This design comes from an exercise in tuning for small area on the open sky130 flow, not from production work.
In this exercise RTL edits were held to simulation tests only and were not proved equivalent to the original.
Power figures rest on the tool's default switching activity, not on a simulated workload.

lane 1:
// lpddr5_device_responder
module lpddr5_device_responder #(
  parameter int BANKS = BANK_NUMBER,
  parameter int ROW_W = ROW_PER_BANK_GROUP_ADDRESS_WIDTH,
  parameter int COL_W = COL_WIDTH,
  parameter int DW    = DATA_WIDTH,
  localparam int BW   = $clog2(BANKS)
) (
  input  logic             clk,
  input  logic             rst,
  input  logic             cmd_valid,
  input  logic [2:0]       cmd,
  input  logic [BW-1:0]    cmd_bank,
  input  logic [ROW_W-1:0] cmd_row,
  input  logic [COL_W-1:0] cmd_col,
  output logic             rd_valid,
  output logic [DW-1:0]    rd_data,
  output logic             err_valid,
  output logic [2:0]       err_code,
  output logic             ref_overdue
);
Size: ~380 flip-flops, ~70 I/O pins, roughly 13000 um^2 of cells after synthesis.
clock: 5.0 ns
lec_check: 0
abc_clock_period_in_ps: 100000
cap_margin: 20
core_margin: 2
core_utilization: 60
cts_buf_list: sky130_fd_sc_hd__clkbuf_8
cts_cluster_diameter: 50
cts_cluster_size: 16
slew_margin: 20
synth_hierarchical: 1
standard.sh (not shown) runs the stock make flow with config.mk's settings and CLKGATE_MAP_FILE= SYNTH_SCRIPT=/design/flow/synth_recipe.tcl, a recipe that flattens the netlist after the stock synthesis.
==> flow/flow/run.sh <==
#!/bin/bash
# Own layout flow: the standard ORFS flow (standard.sh), with two changes:
#  - input/output ports are buffered with buf_1 instead of the delay buffer
#    buffer_ports picks by default;
#  - clock tree synthesis inserts no dummy loads.
# Everything else (synthesis, floorplan, power grid, taps, placement, routing)
# is the standard flow. Each tool's output goes to the logs under orfs/logs;
# the whole run's output is kept in flow_run.log.
set -euo pipefail
export BUFFER_PORTS_ARGS="-buffer_cell sky130_fd_sc_hd__buf_1"
export CTS_ARGS="-sink_clustering_enable -repair_clock_nets -dont_use_dummy_load -buf_list sky130_fd_sc_hd__clkbuf_4 -sink_clustering_size 10 -sink_clustering_max_diameter 35"
bash standard.sh finish > flow_run.log 2>&1
The final layout from lane 1, which completed every stage, passed the timing, DRC and antenna checks at the end of the flow.
Inputs modified between lane 1 and lane 2:
Settings: a change of SLEW_MARGIN from 20 to 5; a change of CAP_MARGIN from 20 to 5; an added GPL_TIMING_DRIVEN of 0.
--- a/flow/flow/run.sh
+++ b/flow/flow/run.sh
@@ -11 +11 @@
-export CTS_ARGS="-sink_clustering_enable -repair_clock_nets -dont_use_dummy_load -buf_list sky130_fd_sc_hd__clkbuf_4 -sink_clustering_size 10 -sink_clustering_max_diameter 35"
+export CTS_ARGS="-sink_clustering_enable -repair_clock_nets -dont_use_dummy_load -buf_list sky130_fd_sc_hd__clkbuf_8 -sink_clustering_size 16 -sink_clustering_max_diameter 50"
Findings:
Ratio of final minimum period to clock period was lower in the run labelled lane 1.
Relative to lane 1, the final standard cell area without fillers measured on lane 2 has increased by a few percent.
On lane 2: total detailed-routing wirelength is about 4% higher than what lane 1 gave.
Compared with lane 1, placed instance area in lane 2 increased by a few percent.
Lane 2 ended up with a higher final period demand of the worst path than lane 1 did.
Lane 2 — power share of the combinational group 0.2 points lower, lane 1 as reference
Comparing lane 1 and lane 2, the higher relative contribution of the clock network to total power is on lane 2.
Status: multiplexer area fraction after synthesis parity (lane 2, lane 1)
In the reports for lane 1 and lane 2, the larger required time reported for the critical path endpoint belongs to lane 2.

---

## oak
The RTL this note starts from:
==> flow/design.v <==
package lpddr5_params;
  localparam int BANK_NUMBER                      = 16;
  localparam int ROW_PER_BANK_GROUP_ADDRESS_WIDTH = 16;
  localparam int COL_WIDTH                        = 6;
  localparam int DATA_WIDTH                       = 32;
  localparam int T_RCD  = 4;
  localparam int T_RP   = 4;
  localparam int T_RAS  = 10;
  localparam int T_RC   = 14;
  localparam int T_WR   = 4;
  localparam int T_RFC  = 20;
  localparam int T_REFI = 100;
  localparam int T_CL   = 4;
  localparam int CNT_W     = 5;
  localparam int REF_AGE_W = 8;
  typedef enum logic [2:0] {
    NOP = 3'd0,
    ACT = 3'd1,
    RD  = 3'd2,
    WR  = 3'd3,
    PRE = 3'd4,
    REF = 3'd5
  } lpddr5_cmd_e;
  typedef enum logic [2:0] {
    ERR_NONE = 3'd0,
    ERR_ACT  = 3'd1,
    ERR_RD   = 3'd2,
    ERR_WR   = 3'd3,
    ERR_PRE  = 3'd4,
    ERR_REF  = 3'd5,
    ERR_BUSY = 3'd6
  } lpddr5_err_e;
endpackage
import lpddr5_params::*;
module lpddr5_bank_timer (
  input  logic       clk,
  input  logic       rst,
  input  logic       sel,     
  input  logic       act,     
  input  logic       pre,     
  input  logic       wr,      
  output logic [3:0] s,
  output logic       idle     
);
  logic f;
  assign idle = (s == 4'b0000);
  assign f = s[0] ? (s[3] | s[2]) : (!s[3] && s[2]);
  always_ff @(posedge clk) begin
    if (rst) s <= 4'b0000;
    else begin
      s[3] <= s[2] | (sel & wr);
      s[2] <= s[1] | (sel & wr);
      s[1] <= s[0] & !(sel & wr);
      s[0] <= (f & !(sel & pre)) | (sel & (act | wr));
    end
  end
endmodule
module lpddr5_mux16 (
  input  logic [15:0] sel,
  input  logic [15:0] d,
  output logic        y
);
  logic [5:0] n;
  logic [1:0] h;
  for (genvar g = 0; g < 5; g++) begin : g_aoi
    lpddr5_aoi222 u_aoi (.a1(sel[3*g]), .a2(d[3*g]), .b1(sel[3*g+1]), .b2(d[3*g+1]),
                         .c1(sel[3*g+2]), .c2(d[3*g+2]), .y(n[g]));
  end
  lpddr5_nand2 u_n2  (.a(sel[15]), .b(d[15]), .y(n[5]));
  lpddr5_nand3 u_n3a (.a(n[0]), .b(n[1]), .c(n[2]), .y(h[0]));
  lpddr5_nand3 u_n3b (.a(n[3]), .b(n[4]), .c(n[5]), .y(h[1]));
  lpddr5_or2   u_or  (.a(h[0]), .b(h[1]), .y(y));
endmodule
module lpddr5_aoi222 (
  input  logic a1, a2, b1, b2, c1, c2,
  output logic y
);
  assign y = !((a1 && a2) || (b1 && b2) || (c1 && c2));
endmodule
module lpddr5_nand2 (
  input  logic a, b,
  output logic y
);
  assign y = !(a && b);
endmodule
module lpddr5_nand3 (
  input  logic a, b, c,
  output logic y
);
  assign y = !(a && b && c);
endmodule
module lpddr5_or2 (
  input  logic a, b,
  output logic y
);
  assign y = a || b;
endmodule
module lpddr5_and2 (
  input  logic a, b,
  output logic y
);
  assign y = a && b;
endmodule
import lpddr5_params::*;
module lpddr5_device_responder #(
  parameter int BANKS = BANK_NUMBER,
  parameter int ROW_W = ROW_PER_BANK_GROUP_ADDRESS_WIDTH,
  parameter int COL_W = COL_WIDTH,
  parameter int DW    = DATA_WIDTH,
  localparam int BW   = $clog2(BANKS)
) (
  input  logic             clk,
  input  logic             rst,
  input  logic             cmd_valid,
  input  logic [2:0]       cmd,
  input  logic [BW-1:0]    cmd_bank,
  input  logic [ROW_W-1:0] cmd_row,
  input  logic [COL_W-1:0] cmd_col,
  output logic             rd_valid,
  output logic [DW-1:0]    rd_data,
  output logic             err_valid,
  output logic [2:0]       err_code,
  output logic             ref_overdue
);
  logic [3:0]       st [BANKS];
  logic [BANKS-1:0] sel, idle, row_en;
  logic [ROW_W-1:0] open_row [BANKS];
  logic [3:0] m;
  logic       m_act_ok, m_rw_ok, m_pre_ok, m_pre_eff, m_wr_load;
  for (genvar i = 0; i < 4; i++) begin : g_mmux
    logic [BANKS-1:0] col;
    for (genvar b = 0; b < BANKS; b++) begin : g_c
      assign col[b] = st[b][i];
    end
    lpddr5_mux16 u_mux (.sel(sel), .d(col), .y(m[i]));
  end
  assign m_act_ok  = (m == 4'b0000);
  assign m_pre_eff = (m == 4'b1111);
  assign m_pre_ok  = m_act_ok || m_pre_eff || m == 4'b1000 || m == 4'b1100 || m == 4'b1110;
  assign m_wr_load = m_pre_eff || m == 4'b0111 || m == 4'b1011 || m == 4'b1101 || m == 4'b0110;
  assign m_rw_ok   = m_wr_load || m == 4'b0011 || m == 4'b1001;
  logic [2:0] op;
  logic [2:0] err;
  logic       busy, go, all_idle;
  logic       act_go, rd_go, wr_go, pre_go, ref_go;
  assign op       = cmd;
  assign all_idle = &idle;
  always_comb begin
    err = ERR_NONE;
    if (cmd_valid) begin
      case (op)
        ACT:     if (!m_act_ok) err = ERR_ACT;
        RD:      if (!m_rw_ok)  err = ERR_RD;
        WR:      if (!m_rw_ok)  err = ERR_WR;
        PRE:     if (!m_pre_ok) err = ERR_PRE;
        REF:     if (!all_idle) err = ERR_REF;
        default: err = ERR_NONE;
      endcase
      if (busy && op != NOP && op != 3'd6 && op != 3'd7) err = ERR_BUSY;
    end
  end
  assign go     = cmd_valid && !busy;
  assign act_go = go && (op == ACT) && m_act_ok;
  assign rd_go  = go && (op == RD)  && m_rw_ok;
  assign wr_go  = go && (op == WR)  && m_wr_load;
  assign pre_go = go && (op == PRE) && m_pre_eff;
  assign ref_go = go && (op == REF) && all_idle;
  for (genvar b = 0; b < BANKS; b++) begin : g_bank
    assign sel[b]  = (cmd_bank == BW'(b));
    lpddr5_bank_timer u_bank (
      .clk (clk),
      .rst (rst),
      .sel (sel[b]),
      .act (act_go),
      .pre (pre_go),
      .wr  (wr_go),
      .s   (st[b]),
      .idle(idle[b])
    );
    lpddr5_and2 u_en (.a(act_go), .b(sel[b]), .y(row_en[b]));
    always_ff @(posedge clk) begin
      if (row_en[b]) open_row[b] <= cmd_row;
    end
  end
  logic [T_CL-1:0]          pipe_v;
  logic [BW+COL_W-1:0]      pipe_d [T_CL];
  always_ff @(posedge clk) begin
    if (rst) pipe_v <= '0;
    else     pipe_v <= {pipe_v[T_CL-2:0], rd_go};
  end
  always_ff @(posedge clk) begin
    pipe_d[0] <= {cmd_bank, cmd_col};
    for (int i = 1; i < T_CL; i++) pipe_d[i] <= pipe_d[i-1];
  end
  logic [BW-1:0] out_bank;
  assign out_bank = pipe_d[T_CL-1][BW+COL_W-1:COL_W];
  assign rd_valid = pipe_v[T_CL-1];
  logic [BANKS-1:0] out_sel;
  logic [ROW_W-1:0] out_row;
  for (genvar b = 0; b < BANKS; b++) begin : g_osel
    assign out_sel[b] = (out_bank == BW'(b));
  end
  for (genvar i = 0; i < ROW_W; i++) begin : g_rmux
    logic [BANKS-1:0] col;
    for (genvar b = 0; b < BANKS; b++) begin : g_c
      assign col[b] = open_row[b][i];
    end
    lpddr5_mux16 u_mux (.sel(out_sel), .d(col), .y(out_row[i]));
  end
  assign rd_data  = DW'({out_row, pipe_d[T_CL-1]});
  logic [2:0] err_q;
  always_ff @(posedge clk) begin
    if (rst) err_q <= ERR_NONE;
    else     err_q <= err;
  end
  assign err_valid = (err_q != ERR_NONE);
  assign err_code  = err_q;
  logic [6:0] rf;
  logic       rf_fb, rfc_on;
  assign rf_fb = (rf[6] ^ rf[5]) & (rf[0] | rf[2] | rf[3] | rf[4] | rf[5]);
  always_ff @(posedge clk) begin
    if (rst || ref_go) rf <= 7'b1100100;
    else               rf <= {rf[5:0], rf_fb};
  end
  always_ff @(posedge clk) begin
    if (rst)                           rfc_on <= 1'b0;
    else if (ref_go)                   rfc_on <= 1'b1;
    else if (rf[1] && rf[4] && rf[6])  rfc_on <= 1'b0;
  end
  assign busy        = rfc_on;
  assign ref_overdue = !(rf[0] || rf[1] || rf[2] || rf[3] || rf[6]);
endmodule
clock: 5.0 ns
lec_check: 0
abc_clock_period_in_ps: 100000
cap_margin: 5
core_margin: 2
core_utilization: 60
cts_buf_list: sky130_fd_sc_hd__clkbuf_8
cts_cluster_diameter: 50
cts_cluster_size: 16
place_density: 0.85
slew_margin: 5
synth_hierarchical: 1
==> flow/flow/run.sh <==
#!/bin/bash
# Own layout flow: the standard ORFS flow (standard.sh), with two changes:
#  - input/output ports are buffered with buf_1 instead of the delay buffer
#    buffer_ports picks by default;
#  - clock tree synthesis inserts no dummy loads.
# Everything else (synthesis, floorplan, power grid, taps, placement, routing)
# is the standard flow. Each tool's output goes to the logs under orfs/logs;
# the whole run's output is kept in flow_run.log.
set -euo pipefail
export BUFFER_PORTS_ARGS="-buffer_cell sky130_fd_sc_hd__buf_1"
export CTS_ARGS="-sink_clustering_enable -repair_clock_nets -dont_use_dummy_load -buf_list sky130_fd_sc_hd__clkbuf_4 -sink_clustering_size 10 -sink_clustering_max_diameter 35"
bash standard.sh finish > flow_run.log 2>&1
oak: done, clean on timing, DRC and antenna
> inputs changed (oak -> pine)
- removing PLACE_DENSITY (formerly 0.85)
--- a/flow/flow/run.sh
+++ b/flow/flow/run.sh
@@ -5 +5,3 @@
-#  - clock tree synthesis inserts no dummy loads.
+#  - clock tree synthesis inserts no dummy loads;
+#  - timing-driven global placement does not keep the buffers its trial
+#    repairs insert (the later repair steps still fix slew, load and timing).
@@ -11 +13,2 @@
-export CTS_ARGS="-sink_clustering_enable -repair_clock_nets -dont_use_dummy_load -buf_list sky130_fd_sc_hd__clkbuf_4 -sink_clustering_size 10 -sink_clustering_max_diameter 35"
+export CTS_ARGS="-sink_clustering_enable -repair_clock_nets -dont_use_dummy_load -buf_list sky130_fd_sc_hd__clkbuf_4 -sink_clustering_size 10 -sink_clustering_max_diameter 45"
+export GPL_KEEP_OVERFLOW=0
[summary]
- pine went all the way through the flow, and no timing, DRC or antenna check failed.
- pine — largest clock skew in the final design 0.0070 ns lower, oak as reference
- pine — detailed-placement wirelength estimate about 8% higher, oak as reference
- sky130_fd_sc_hd__nor4_4 as the master of the slowest instance on the critical path was reported by pine, and sky130_fd_sc_hd__nor2_1 by oak.
- Cell area delta for pine relative to oak: 0.85% lower
- Going from oak to pine, combinational power grew by a few percent.
- Between oak and pine, post-synthesis to final-layout area growth decreased.

[static timing again, ports no longer ideal]
The flow's constraints put no driver on any port. The routed layouts listed below were extracted and timed again, unchanged, in two steps. Step 1 (the two cells are an assumption about what drives the block):
set clk [get_ports {clk}]
set_driving_cell -lib_cell sky130_fd_sc_hd__clkbuf_16 $clk
set_driving_cell -lib_cell sky130_fd_sc_hd__buf_2 [delete_from_list [all_inputs] $clk]
Step 2 moves the port delays by t, midway between the first and last clock arrival at a register: inputs arrive t later, outputs are due t later. That takes back most of the time a late clock gives input paths. Slacks: no drivers / after step 1 / after step 2; pairs: no drivers / after step 1.
| run | shift t [ns] | setup slack, ns | hold WS [ns] | worst slew at a driven data input, ns |
|---|---|---|---|---|
| lane 1 | 0.694 | 0.733 / 0.695 / 0.115 | 0.304 / 0.304 / 0.304 | 0.04 |
| lane 2 | 0.573 | 0.195 / 0.212 / -0.360 | 0.293 / 0.293 / 0.293 | 0.09 |
| oak | 0.722 | 0.498 / 0.455 / 0.467 | 0.296 / 0.296 / 0.296 | 0.04 |
| pine | 0.677 | 0.236 / 0.256 / -0.422 | 0.329 / 0.329 / 0.329 | 0.04 |
With both steps, setup timing fails in lane 2 and pine, where it was met with ideal ports. The setup slack of pine, which loses most, moves by +0.020 ns with the drivers and by -0.658 ns with both steps.
